Source: an optimization exercise on an open RTL-to-GDS flow (aim: small area, a short achievable clock period and few clock cycles). Production flows keep margins and buffers that such runs may drop. The RTL was checked by simulation tests, not by an equivalence proof against the original design.

[flow/flow/run.sh]
#!/bin/bash
# layout flow: the standard one, except that repair may resize cells to any footprint
# (the platform default limits resizing to cells of the same footprint)
bash standard.sh MATCH_CELL_FOOTPRINT=0 finish > standard.log 2>&1
[flow/standard.sh]
#!/bin/bash
# synth_recipe.tcl (not shown) runs the flow's synth.tcl, then flattens the netlist and writes it again
# the make line also repeats each setting of config.mk as NAME=value (left out here)
make -C /OpenROAD-flow-scripts/flow DESIGN_CONFIG=/design/flow/config.mk WORK_HOME=/design/flow/orfs CLKGATE_MAP_FILE= SYNTH_SCRIPT=/design/flow/synth_recipe.tcl "${@:-finish}"
[flow/config.mk]
export PLATFORM = sky130hd
export DESIGN_NAME = modular_exponentiation
export DESIGN_NICKNAME = modular_exponentiation
export VERILOG_FILES = /design/flow/design.v
export SDC_FILE = /design/flow/constraint.sdc
export NUM_CORES = 4
export LEC_CHECK = 0
export CAP_MARGIN = 20
export CORE_MARGIN = 2
export CORE_UTILIZATION = 40
export SETUP_SLACK_MARGIN = 2.5
export SLEW_MARGIN = 20
export TNS_END_PERCENT = 100
[flow/constraint.sdc]
create_clock -name core_clock -period 7.0 [get_ports {clk}]
set_input_delay 1.4000 -clock core_clock [delete_from_list [all_inputs] [get_ports {clk}]]
set_output_delay 1.4000 -clock core_clock [all_outputs]
set_load 0.01 [all_outputs]
[flow/design.v]
`timescale 1ns / 1ps
package mexp_pkg;
	localparam int unsigned FIELD_BITS = 32;
endpackage
`timescale 1ns / 1ps
module mexp_unit #(
	parameter int W = 32
) (
	input  logic [W-1:0] r_i,
	input  logic [W-1:0] p_i,
	input  logic [W-1:0] m_i,
	output logic [W-1:0] y_o
);
	localparam int X = W + 3;
	logic [X-1:0] r2, p, nm1, nm2;
	logic [X-1:0] s1, c1, s2, c2;
	logic [X-1:0] t, x1, x2;
	assign r2  = {2'b00, r_i, 1'b0};
	assign p   = {3'b000, p_i};
	assign nm1 = ~{3'b000, m_i};
	assign nm2 = ~{2'b00, m_i, 1'b0};
	assign s1 = r2 ^ p ^ nm1;
	assign c1 = {((r2 & p) | (r2 & nm1) | (p & nm1)), 1'b1};
	assign s2 = r2 ^ p ^ nm2;
	assign c2 = {((r2 & p) | (r2 & nm2) | (p & nm2)), 1'b1};
	assign t  = r2 + p;
	assign x1 = s1 + c1;
	assign x2 = s2 + c2;
	always_comb begin
		if (!x2[X-1]) begin
			y_o = x2[W-1:0];
		end else if (!x1[X-1]) begin
			y_o = x1[W-1:0];
		end else begin
			y_o = t[W-1:0];
		end
	end
endmodule
`timescale 1ns / 1ps
module modular_exponentiation #(
	parameter int OPERAND_BITS = 32
) (
	input  logic        clk,
	input  logic        arst_n,
	input  logic        s_tvalid,
	output logic        s_tready,
	input  logic [95:0] s_tdata,
	output logic        m_tvalid,
	input  logic        m_tready,
	output logic [31:0] m_tdata,
	output logic        m_tuser
);
	localparam int W = OPERAND_BITS;
	typedef enum logic [2:0] {
		S_IDLE = 3'd0,
		S_CHK  = 3'd1,
		S_SKIP = 3'd2,
		S_RUN  = 3'd3,
		S_FRST = 3'd6,
		S_DONE = 3'd4,
		S_OUT  = 3'd5
	} seq_state_t;
	seq_state_t   state_q;
	logic [W-1:0] mod_q;
	logic [W-1:0] acc_q;
	logic [W-1:0] r_q;
	logic [W-1:0] p_q;
	logic         sq_q;
	logic [4:0]   cnt_q;
	logic [4:0]   eidx_q;
	logic         err_q;
	logic         spec_q;
	logic         init_q;
	logic [W-1:0] mul;
	logic [W-1:0] in_b;
	logic [W-1:0] in_e;
	logic [W-1:0] step;
	logic         ebit;
	logic         last;
	assign in_b = s_tdata[31:0];
	assign in_e = s_tdata[63:32];
	assign ebit = in_e[eidx_q];
	assign last = (cnt_q == 5'd0);
	mexp_unit #(
		.W(W)
	) u_unit (
		.r_i  (r_q),
		.p_i  (p_q),
		.m_i  (mod_q),
		.y_o  (step)
	);
	always_ff @(posedge clk) begin
		mod_q <= s_tdata[95:64];
	end
	always_ff @(posedge clk or negedge arst_n) begin
		if (!arst_n) begin
			state_q <= S_IDLE;
		end else begin
			unique case (state_q)
				S_IDLE: begin
					if (s_tvalid) begin
						state_q <= S_CHK;
					end
				end
				S_CHK: begin
					if (mod_q == '0 || in_e == '0) begin
						state_q <= S_DONE;
					end else begin
						state_q <= S_SKIP;
					end
				end
				S_SKIP: begin
					if (ebit) begin
						state_q <= S_FRST;
					end
				end
				S_FRST: begin
					state_q <= S_RUN;
				end
				S_RUN: begin
					if (last) begin
						if (!(sq_q && ebit) && eidx_q == 5'd0) begin
							state_q <= S_DONE;
						end else begin
							state_q <= S_FRST;
						end
					end
				end
				S_DONE: begin
					state_q <= S_OUT;
				end
				S_OUT: begin
					if (m_tready) begin
						state_q <= s_tvalid ? S_CHK : S_IDLE;
					end
				end
				default: begin
					state_q <= S_IDLE;
				end
			endcase
		end
	end
	assign mul = init_q ? W'(1) : acc_q;
	always_ff @(posedge clk) begin
		p_q <= (sq_q ? acc_q[cnt_q - 5'd1] : in_b[cnt_q - 5'd1]) ? mul : '0;
	end
	always_ff @(posedge clk) begin
		if (state_q == S_RUN) begin
			r_q <= step;
		end else if (state_q == S_FRST && (sq_q ? acc_q[W-1] : in_b[W-1])) begin
			r_q <= mul;
		end else begin
			r_q <= '0;
		end
	end
	always_ff @(posedge clk) begin
		unique case (state_q)
			S_CHK: begin
				err_q  <= (mod_q == '0);
				spec_q <= (mod_q == '0) || (in_e == '0);
				eidx_q <= 5'd31;
			end
			S_SKIP: begin
				sq_q   <= 1'b0;
				init_q <= 1'b1;
				cnt_q <= 5'd31;
				if (!ebit) begin
					eidx_q <= eidx_q - 5'd1;
				end
			end
			S_FRST: begin
				cnt_q <= cnt_q - 5'd1;
			end
			S_RUN: begin
				cnt_q <= cnt_q - 5'd1;
				if (last) begin
					acc_q  <= step;
					init_q <= 1'b0;
					if (sq_q && ebit) begin
						sq_q  <= 1'b0;
					end else begin
						sq_q   <= 1'b1;
						eidx_q <= eidx_q - 5'd1;
					end
				end
			end
			default: begin
			end
		endcase
	end
	assign s_tready = (state_q == S_DONE);
	assign m_tvalid = (state_q == S_OUT);
	assign m_tdata  = spec_q ? {{(W - 1){1'b0}}, !err_q} : acc_q;
	assign m_tuser  = err_q;
endmodule
==> flow_summary.ini <==
[synthesis]
synth_cell_types = 81
netlist_area_um2 = 13200
synth_area_per_cell_um2 = 8.98
synth_edf_count = 46
ys.flop_type = dfxtp_1
syn_inst = 1467
ys_seq_area_share_pct = 25.7
synth-seq-cells = 145
synth_nets = 1730
synthArstFlopShare_pct = 2.07
yosysWarnings = 2

[placed_design]
place_ws_ns = 2.46
io_buffers = 134
place_congestion = 0.941
dp_hpwl_um = 33700

[min_path]
hp-class = reg2reg

[power]
irDropWorstVdd_mv = 0.239
powerDensity_nw_per_um2 = 556
p_leak_nw = 6.77
power_mw = 8.60

[critical_path]
end_kind = flop
critPathKind = reg2reg
cp.arrival_ns = 4.66
crit_fanout = 6
cp.required_ns = 7.37
startpoint_type = flop

[global_route]
grt_max_degree = 41
grt.total_usage_pct = 25.4
antenna_found_initial = 2
grt_pass1_wl_um = 64800
gr-total-overflow = 0
grt_pass1_vias = 11181

[clock_network]
clk_transition_reported_paths_ns = 0.08
numCtsBuffers = 17
post-cts-setup-buffers = 0
cts-resized-gates = 2
htreeDepth = 4
clockRootBuffer = clkbuf_16
cts_tree = yes
cts_max_path_buffers = 2
postCtsHoldBufs = 0
clk_latency_ns = 0.47
cts.sinks = 145

[run_status]
outcome = finished clean

[final_layout]
fillers = 3102
layout_commonest_cell = inv_1
fin_util_pct = 47.7
final_layout_size_suffix_gt1_share_pct = 7.14
fin_nets = 1847
n_antenna_cell = 0
mostFrequentLayoutCells = inv_1 (196), clkdlybuf4s50_1 (134), a21oi_1 (105)
syn_to_final_growth_pct = 17.5

[die]
start_util_pct = 40.6
die_h_um = 185
fp.dieW_um = 185
core.rowCount = 66
die-area_um2 = 34400
core_area_um2 = 32500
io_pins = 135

[sta]
layout_setup_ws_ns = 2.71
slew_violations = 0
slew_headroom_pct = 28.1
hold_viol = 0
setup_viol = 0
fin_crit_ns = 4.29
rsz0062_at_grt = no
clock_skew_ns = 0.0158
post-route-period-util_pct = 61.3
fmax_mhz = 233
tns_ns = 0
tightest_slew_ns = 1.08

[drt]
drcViolationCount = 0
vias = 11232
routedWlPerCell_um = 20.6
wl_um = 42100
dr.pass1.iters = 5
drt_iter0_drc = 867
drtAntennaViolNets = 0
vias_per_cell = 5.51

[job]
drv_cap = 0
[per-layer routing]
layer	vias to the layer above	wire length (um)	global-route usage [%]
met5	-	14	0
met2	384	19100	40.3
li1	5386	-	-
met3	43	2850	4.76
met4	2	694	6.22
met1	5417	19400	35.5
[flip-flops by register name, summed over array words and instances, names as in the netlist]
register  flops
err_q         1
acc_q        32
cnt_q         5
spec_q        1
sq_q          1
p_q          32
mod_q        32
state_q       3
eidx_q        5
r_q          32
init_q        1
[cell families after synthesis]
logic type,synth area share (%)
compound gates,20.1
xor+xnor,5.72
fa+ha+maj,19.2
buf+inv,7.50
flops,25.7
mux,7.19
simple gates,14.7
[path summary, 6_finish.rpt]
kind                                 from  slack (ns)          to  depth (start not counted)
worst max-delay path            mod_q[11]        2.71     r_q[29]                         13
worst min-delay path            acc_q[29]        0.53     r_q[29]                          2
worst max register to register  mod_q[11]        2.71     r_q[29]                         13
worst min register to register  acc_q[29]        0.53     r_q[29]                          2
max in group asynchronous          arst_n        5.73  state_q[2]                          1
min in group asynchronous          arst_n        1.12  state_q[0]                          1
[critical path, stage by stage (launching register included)]
cell	delay, ns
dfxtp_1	0.43
fa_1	0.57
inv_1	0.05
ha_1	0.36
nand2_1	0.09
nor2_1	0.05
a211oi_1	0.55
o31ai_1	0.18
a2111oi_1	0.98
nor3_1	0.18
nor2_1	0.16
xnor2_1	0.22
nor2_1	0.12
o31ai_1	0.24
[report_power, final]
group	switching [mW]	internal, mW
registers	0.206	1.21
clock network	0.420	0.463
logic	3.83	2.47
[synth_stat cells (19+ instances only)]
| master | n | area share, % |
|---|---|---|
| inv_1 | 196 | 5.6 |
| a21oi_1 | 106 | 4.0 |
| ha_1 | 98 | 9.3 |
| dfxtp_1 | 96 | 15 |
| nand2_1 | 95 | 2.7 |
| nor2_1 | 92 | 2.6 |
| fa_1 | 65 | 9.9 |
| o21ai_0 | 61 | 2.3 |
| xnor2_1 | 54 | 3.6 |
| a21o_1 | 46 | 2.6 |
| edfxtp_1 | 46 | 10 |
| nor2b_1 | 46 | 2.2 |
| and2_1 | 38 | 1.8 |
| xor2_1 | 32 | 2.1 |
| clkbuf_1 | 29 | 0.83 |
| mux4_2 | 29 | 5.0 |
| mux2i_1 | 26 | 2.0 |
| a22o_1 | 23 | 1.5 |
| nor3_1 | 21 | 0.80 |
| nand3_1 | 19 | 0.72 |
[area by class of cell]
cell class / instances / area (um^2) / area share, %
Multi-Input combinational cell: 1077 / 8820 / 57.0
Sequential cell: 145 / 3380 / 21.8
Timing Repair Buffer: 146 / 1430 / 9.25
Inverter: 197 / 739 / 4.78
Tap cell: 442 / 553 / 3.57
Clock buffer: 17 / 425 / 2.75
Clock inverter: 15 / 123 / 0.792
[metrics by stage]
step	instances	instance area, um^2	hold slack (ns)
6_report	2039	15500	0.526
5_1_grt	2039	15500	0.558
4_1_cts	2039	15500	0.528
3_5_place_dp	2007	14900	0.510
3_3_place_gp	2007	14900	0.513
2_1_floorplan	1467	13200	0.468
Testbench counts, summed over its fixed seeds: cycles 282,571.

port drivers added, routing unchanged:
No port has a modelled driver above. Below, the same layout with a new extraction and two added sets of constraints.
Step 1: set_driving_cell puts a clkbuf_16 on clk and a buf_2 on each other input, an assumption about the parent block.
Step 2, shift: input delay + t, output delay - t, t = (earliest + latest rising clock arrival at the registers) / 2. This alone moves slack from input paths to output paths.
a / b / c = ideal ports / drivers / drivers and shift; a / b = the first two.
t (ns): 0.508
setup WS [ns]: 2.710 / 2.710 / 2.710
worst register clock-pin slew, ns: 0.08 / 0.08
pins driven straight from the clock port: 1
After both steps setup and hold are still met in this run. For this run, drivers alone change the setup slack by 0.000 ns; drivers and shift together by 0.000 ns.
